This design comes from an exercise in tuning for small area, a short achievable clock period and few clock cycles per item on the open sky130 flow, not from production work.
Only simulation tests tie the RTL to the original design; equivalence was not proved.
Power figures rest on the tool's default switching activity, not on a simulated workload.

== run A ==
Design pe_top, start of the top module:
module pe_top
(
    input  logic                  clk_i,
    input  logic                  rst_i,
    input  logic [8+16-1:0] ev_i,
    input  logic                  ev_valid_i,
    output logic                  ev_ready_o,
    output logic [8+16-1:0] pro_o,
    output logic                  pro_valid_o,
    input  logic                  pro_ready_i,
    output logic [16-1:0] paddr_o,
    output logic                  pwrite_o,
    output logic [32-1:0] pwdata_o,
    output logic                  psel_o,
    output logic                  penable_o,
    input  logic [32-1:0] prdata_i,
    input  logic                  pready_i
);
Size: roughly 270 flip-flops, ~140 I/O pins.
Settings: LEC_CHECK=0, CAP_MARGIN=0, CORE_MARGIN=2, CORE_UTILIZATION=60, SLEW_MARGIN=0; clock period 36.0 ns.
standard.sh (not shown) runs the stock make flow with config.mk's settings and CLKGATE_MAP_FILE= SYNTH_SCRIPT=/design/flow/synth_recipe.tcl, a recipe that flattens the netlist after the stock synthesis.
==> flow/flow/run.sh <==
#!/bin/bash
set -euo pipefail
export SETUP_SLACK_MARGIN=27.6
bash standard.sh > std_flow.log 2>&1
Completing all stages was not enough for run A: its layout failed the final checks because of capacitance limit, slew limit.
Testbench counts of run A, summed over its fixed seeds: cycles 11,728, items 1,200.
Edits applied to the flow inputs when going from run A to run B:
- swapping 0 for 20 in CAP_MARGIN
- putting CTS_CLUSTER_DIAMETER at 70 where nothing was set
- putting CTS_CLUSTER_SIZE at 25 where nothing was set
- swapping 0 for 20 in SLEW_MARGIN
==> flow/flow/run.sh <==
#!/bin/bash
set -euo pipefail
export SETUP_SLACK_MARGIN=27.85
export BUFFER_PORTS_ARGS="-inputs -outputs -buffer_cell sky130_fd_sc_hd__buf_2"
bash standard.sh > std_flow.log 2>&1
--- outcome ---
- As far as share of the clock period used by the worst path is concerned, run A and run B perform about the same.
- Est. power | run B vs run A | run B lower
- No stage failed in run B, and the final checks on the layout all came back clean.
- Relative to run A, number of cells on the worst reg-to-reg path has increased by about 7% in run B.
- Compared with run A, run B improves design area.
- Taking run A as the reference, in run B layout-stage area growth over the synthesis result lower, setup slack higher, utilization -1.5 points.
Inputs modified between run B and run C:
- SETUP_SLACK_MARGIN newly set to 5
==> flow/run.sh (new file) <==
#!/bin/bash
# synth_recipe.tcl (not shown) runs the flow's synth.tcl, then flattens the netlist and writes it again
# the make line also repeats each setting of config.mk as NAME=value (left out here)
make -C /OpenROAD-flow-scripts/flow DESIGN_CONFIG=/design/flow/config.mk WORK_HOME=/design/flow/orfs CLKGATE_MAP_FILE= SYNTH_SCRIPT=/design/flow/synth_recipe.tcl finish
removed: flow/flow/run.sh
removed: flow/standard.sh
## What came out
- Run C has completed all stages; timing, DRC and antenna checks passed.
- Run B: done, clean on timing, DRC and antenna
- Comparing worst hold margin for run B and run C, the smaller number came from run C.
- In run C, count of clock-buffer cells in the layout is higher than in run B.
- Overall power consumption (higher): run B
- Between run B and run C, source-to-sink clock delay at the later pin of the worst-skew pair is higher for run C, run B comes in under that.

* * *

run 1:
Starting RTL as in the previous note.
export LEC_CHECK = 0
export CAP_MARGIN = 20
export CORE_MARGIN = 2
export CORE_UTILIZATION = 60
export CTS_CLUSTER_DIAMETER = 70
export CTS_CLUSTER_SIZE = 25
export SLEW_MARGIN = 20
create_clock -name core_clock -period 36.0 [get_ports {clk_i}]
==> flow/flow/run.sh <==
#!/bin/bash
set -euo pipefail
export SETUP_SLACK_MARGIN=27.7
export BUFFER_PORTS_ARGS="-inputs -outputs -buffer_cell sky130_fd_sc_hd__buf_2"
bash standard.sh > std_flow.log 2>&1
Testbench counts of run 1, summed over its fixed seeds: cycles 11,728, items 1,200.
For run 2, these inputs were changed with respect to run 1:
==> flow/flow/run.sh <==
#!/bin/bash
set -euo pipefail
export SETUP_SLACK_MARGIN=27.7
bash standard.sh > std_flow.log 2>&1
-- flow/config.mk --
<<< run 1, line 9
export CORE_MARGIN = 2
export CORE_UTILIZATION = 60
export CTS_CLUSTER_DIAMETER = 70
export CTS_CLUSTER_SIZE = 25
export SLEW_MARGIN = 20
>>> run 2, line 9
export CORE_MARGIN = 2
export CORE_UTILIZATION = 60
export SLEW_MARGIN = 20
--- outcome ---
Run 2 finished every stage and its layout cleared the timing, design-rule and antenna checks. The peak supply drop in run 2 sits 11% above the value recorded for run 1. Taking run 1 as the reference, in run 2 highest achievable clock rate neither gained nor lost much, design area shows an increase of about 3.5%, multiplexer fraction of the synthesized cell area barely changed.
## Diff of input files: run 3 against run 2
==> flow/flow/run.sh <==
#!/bin/bash
set -euo pipefail
export SETUP_SLACK_MARGIN=27.7
export BUFFER_PORTS_ARGS="-inputs -outputs -buffer_cell sky130_fd_sc_hd__buf_2"
bash standard.sh > std_flow.log 2>&1
### Flow results
Run 3 has completed all stages; timing, DRC and antenna checks passed. Compared with run 2, in run 3 count of clock-buffer cells in the layout rose by 5, growth of design area from synthesis to finish fell by 2.0 points, minimum setup slack among reg-to-reg paths fell by 0.11 ns, cell area after layout fell by 340 µm², arrival time reported for the critical path endpoint stayed essentially flat.
For run 4, these inputs were changed with respect to run 3:
-- flow/config.mk --
<<< run 3, line 8
export CAP_MARGIN = 20
export CORE_MARGIN = 2
export CORE_UTILIZATION = 60
export SLEW_MARGIN = 20
>>> run 4, line 8
export CAP_MARGIN = 20
export CORE_MARGIN = 2
export CORE_UTILIZATION = 50
export CTS_CLUSTER_DIAMETER = 70
export CTS_CLUSTER_SIZE = 25
export SLEW_MARGIN = 20
--- outcome ---
[compare] base=run 3 new=run 4: net switching power now sits higher, maximum frequency did not really move, final cell area excluding filler cells decreased 0.50%, growth of design area from synthesis to finish now sits lower. Per the comparison of run 4 with run 3, number of well taps shows an increase of 70; die area shows an increase of 5800 µm²; net switching share of the total power shows an increase of 1.8 points.

* * *

Setup of juniper:
Starting RTL as in the previous note.
==> flow/config.mk <==
export PLATFORM = sky130hd
export DESIGN_NAME = pe_top
export DESIGN_NICKNAME = pe_top
export VERILOG_FILES = /design/flow/design.v
export SDC_FILE = /design/flow/constraint.sdc
export NUM_CORES = 4
export LEC_CHECK = 0
export CAP_MARGIN = 20
export CORE_MARGIN = 2
export CORE_UTILIZATION = 60
export CTS_CLUSTER_DIAMETER = 70
export CTS_CLUSTER_SIZE = 25
export SLEW_MARGIN = 20
==> flow/constraint.sdc <==
create_clock -name core_clock -period 36.0 [get_ports {clk_i}]
set_input_delay 7.2000 -clock core_clock [delete_from_list [all_inputs] [get_ports {clk_i}]]
set_output_delay 7.2000 -clock core_clock [all_outputs]
set_load 0.01 [all_outputs]
==> flow/flow/run.sh <==
#!/bin/bash
set -euo pipefail
export SETUP_SLACK_MARGIN=27.7
bash standard.sh > std_flow.log 2>&1
Testbench counts of juniper, summed over its fixed seeds: cycles 11,728, items 1,200.
Setup changes, juniper to fjord
Settings: CTS_CLUSTER_DIAMETER: 70 -> unset; CTS_BUF_LIST: unset -> sky130_fd_sc_hd__clkbuf_8; CTS_CLUSTER_SIZE: 25 -> unset.
[summary]
As of fjord, total power had risen slightly compared to juniper. In fjord, the worst hold path stage count came out 1 below the value in juniper. fjord vs. juniper: first-pass iteration count of the detailed router now larger; worst setup slack fell by 0.031 ns; number of clock buffers in the layout increased by 27 relative to the old numbers; cell area increased about 0.6%.

* * *

old:
Another version of the RTL of pe_top (not shown whole).
For scale: roughly 1600 cells after synthesis, ~140 I/O pins, ~0.017 sq mm of cells after synthesis.
==> flow/design.v (excerpt) <==
module pe_top
(
    input  logic                  clk_i,
    input  logic                  rst_i,
    input  logic [8+16-1:0] ev_i,
    input  logic                  ev_valid_i,
    output logic                  ev_ready_o,
    output logic [8+16-1:0] pro_o,
    output logic                  pro_valid_o,
    input  logic                  pro_ready_i,
    output logic [16-1:0] paddr_o,
    output logic                  pwrite_o,
    output logic [32-1:0] pwdata_o,
    output logic                  psel_o,
    output logic                  penable_o,
    input  logic [32-1:0] prdata_i,
    input  logic                  pready_i
);
    localparam int DS = 2;
    localparam int DN = 16 / DS;
    localparam logic [2:0] K_RP0 = 3'd0;
    localparam logic [2:0] K_RP1 = 3'd1;
    localparam logic [2:0] K_VR  = 3'd2;
    localparam logic [2:0] K_VW  = 3'd3;
    localparam logic [2:0] K_COL = 3'd4;
    localparam logic [2:0] PH_IDLE = 3'd0;
  ...
Settings: LEC_CHECK=0, CAP_MARGIN=20, CORE_MARGIN=2, CORE_UTILIZATION=40, SLEW_MARGIN=20; clock period 36.0 ns.
==> flow/flow/run.sh <==
#!/bin/bash
set -euo pipefail
export SETUP_SLACK_MARGIN=28
bash standard.sh > std_flow.log 2>&1
Both conditions hold for old: the flow ran to the end and the final layout passed the timing, design-rule and antenna checks.
Testbench counts of old, summed over its fixed seeds: cycles 11,999, items 1,200.
Inputs modified between old and new:
==> flow/run.sh (new file) <==
#!/bin/bash
# synth_recipe.tcl (not shown) runs the flow's synth.tcl, then flattens the netlist and writes it again
# the make line also repeats each setting of config.mk as NAME=value (left out here)
make -C /OpenROAD-flow-scripts/flow DESIGN_CONFIG=/design/flow/config.mk WORK_HOME=/design/flow/orfs CLKGATE_MAP_FILE= SYNTH_SCRIPT=/design/flow/synth_recipe.tcl finish
removed: flow/flow/run.sh
removed: flow/standard.sh
Findings:
- met2 routed wirelength shrinks by a few percent when moving from old to new.
- Delta (new minus old): area overhead of the layout relative to synthesis lost 1.9 points; post-route total power saw a decrease; fraction of power consumed by the clock network fell by 0.2 points; count of non-filler cells in the finished layout fell about 1.7%.
- A endpoint of the worst setup timing path of ev_ready_o is what new shows, while pwdata_o[11] belongs to old.
- Lower power dissipated in combinational cells among new and old: new
- From old to new the numbers moved as follows: post-cts gate resize count shows a reduction of 271; area of combinational cells with multiple inputs shows a reduction of about 2%; maximum resistive drop on vdd shows a reduction of about 5.4%; fmax shows a reduction of 5.1%; placed cell area shows a reduction of 0.84%.

-- afterwards: timing with drivers on the ports --
In the flow no input, the clock included, has a driving cell. The finished layouts below were timed again as built, in two steps.
Step 1 sets driving cells, clkbuf_16 on the clock port and buf_2 on the other inputs (assumed; they add their load-dependent delay and slew).
Step 2 times the ports against the registers' clock, not the clock port: input delays grow and output delays shrink by t, the midpoint of the rising clock arrivals with the driver on.
a / b / c = ideal ports / drivers / drivers and shift; a / b = the first two.
run	shift t [ns]	setup WS [ns]	worst setup path at the end	worst register clock-pin slew, ns	pins driven straight from the clock port
run A	0.609	27.622 / 27.573 / 27.122	input to register	0.06 / 0.06	1
run B	0.564	27.670 / 27.618 / 27.237	input to register	0.10 / 0.10	1
run C	0.572	26.111 / 26.139 / 25.568	input to register	0.10 / 0.10	1
run 1	0.557	27.675 / 27.626 / 27.261	input to register	0.10 / 0.10	1
run 2	0.595	27.653 / 27.602 / 27.157	input to register	0.06 / 0.06	1
run 3	0.611	27.639 / 27.589 / 27.153	input to register	0.06 / 0.06	1
run 4	0.581	27.638 / 27.584 / 27.204	input to register	0.10 / 0.10	1
juniper	0.575	27.650 / 27.598 / 27.150	input to register	0.10 / 0.10	1
fjord	0.610	27.619 / 27.572 / 27.100	input to register	0.07 / 0.07	1
old	0.617	27.604 / 27.551 / 27.437	input to register	0.07 / 0.07	1
new	0.613	27.152 / 27.103 / 26.602	input to register	0.06 / 0.06	1
The setup slack of new, which loses most, moves by -0.049 ns with the drivers and by -0.550 ns with both steps.
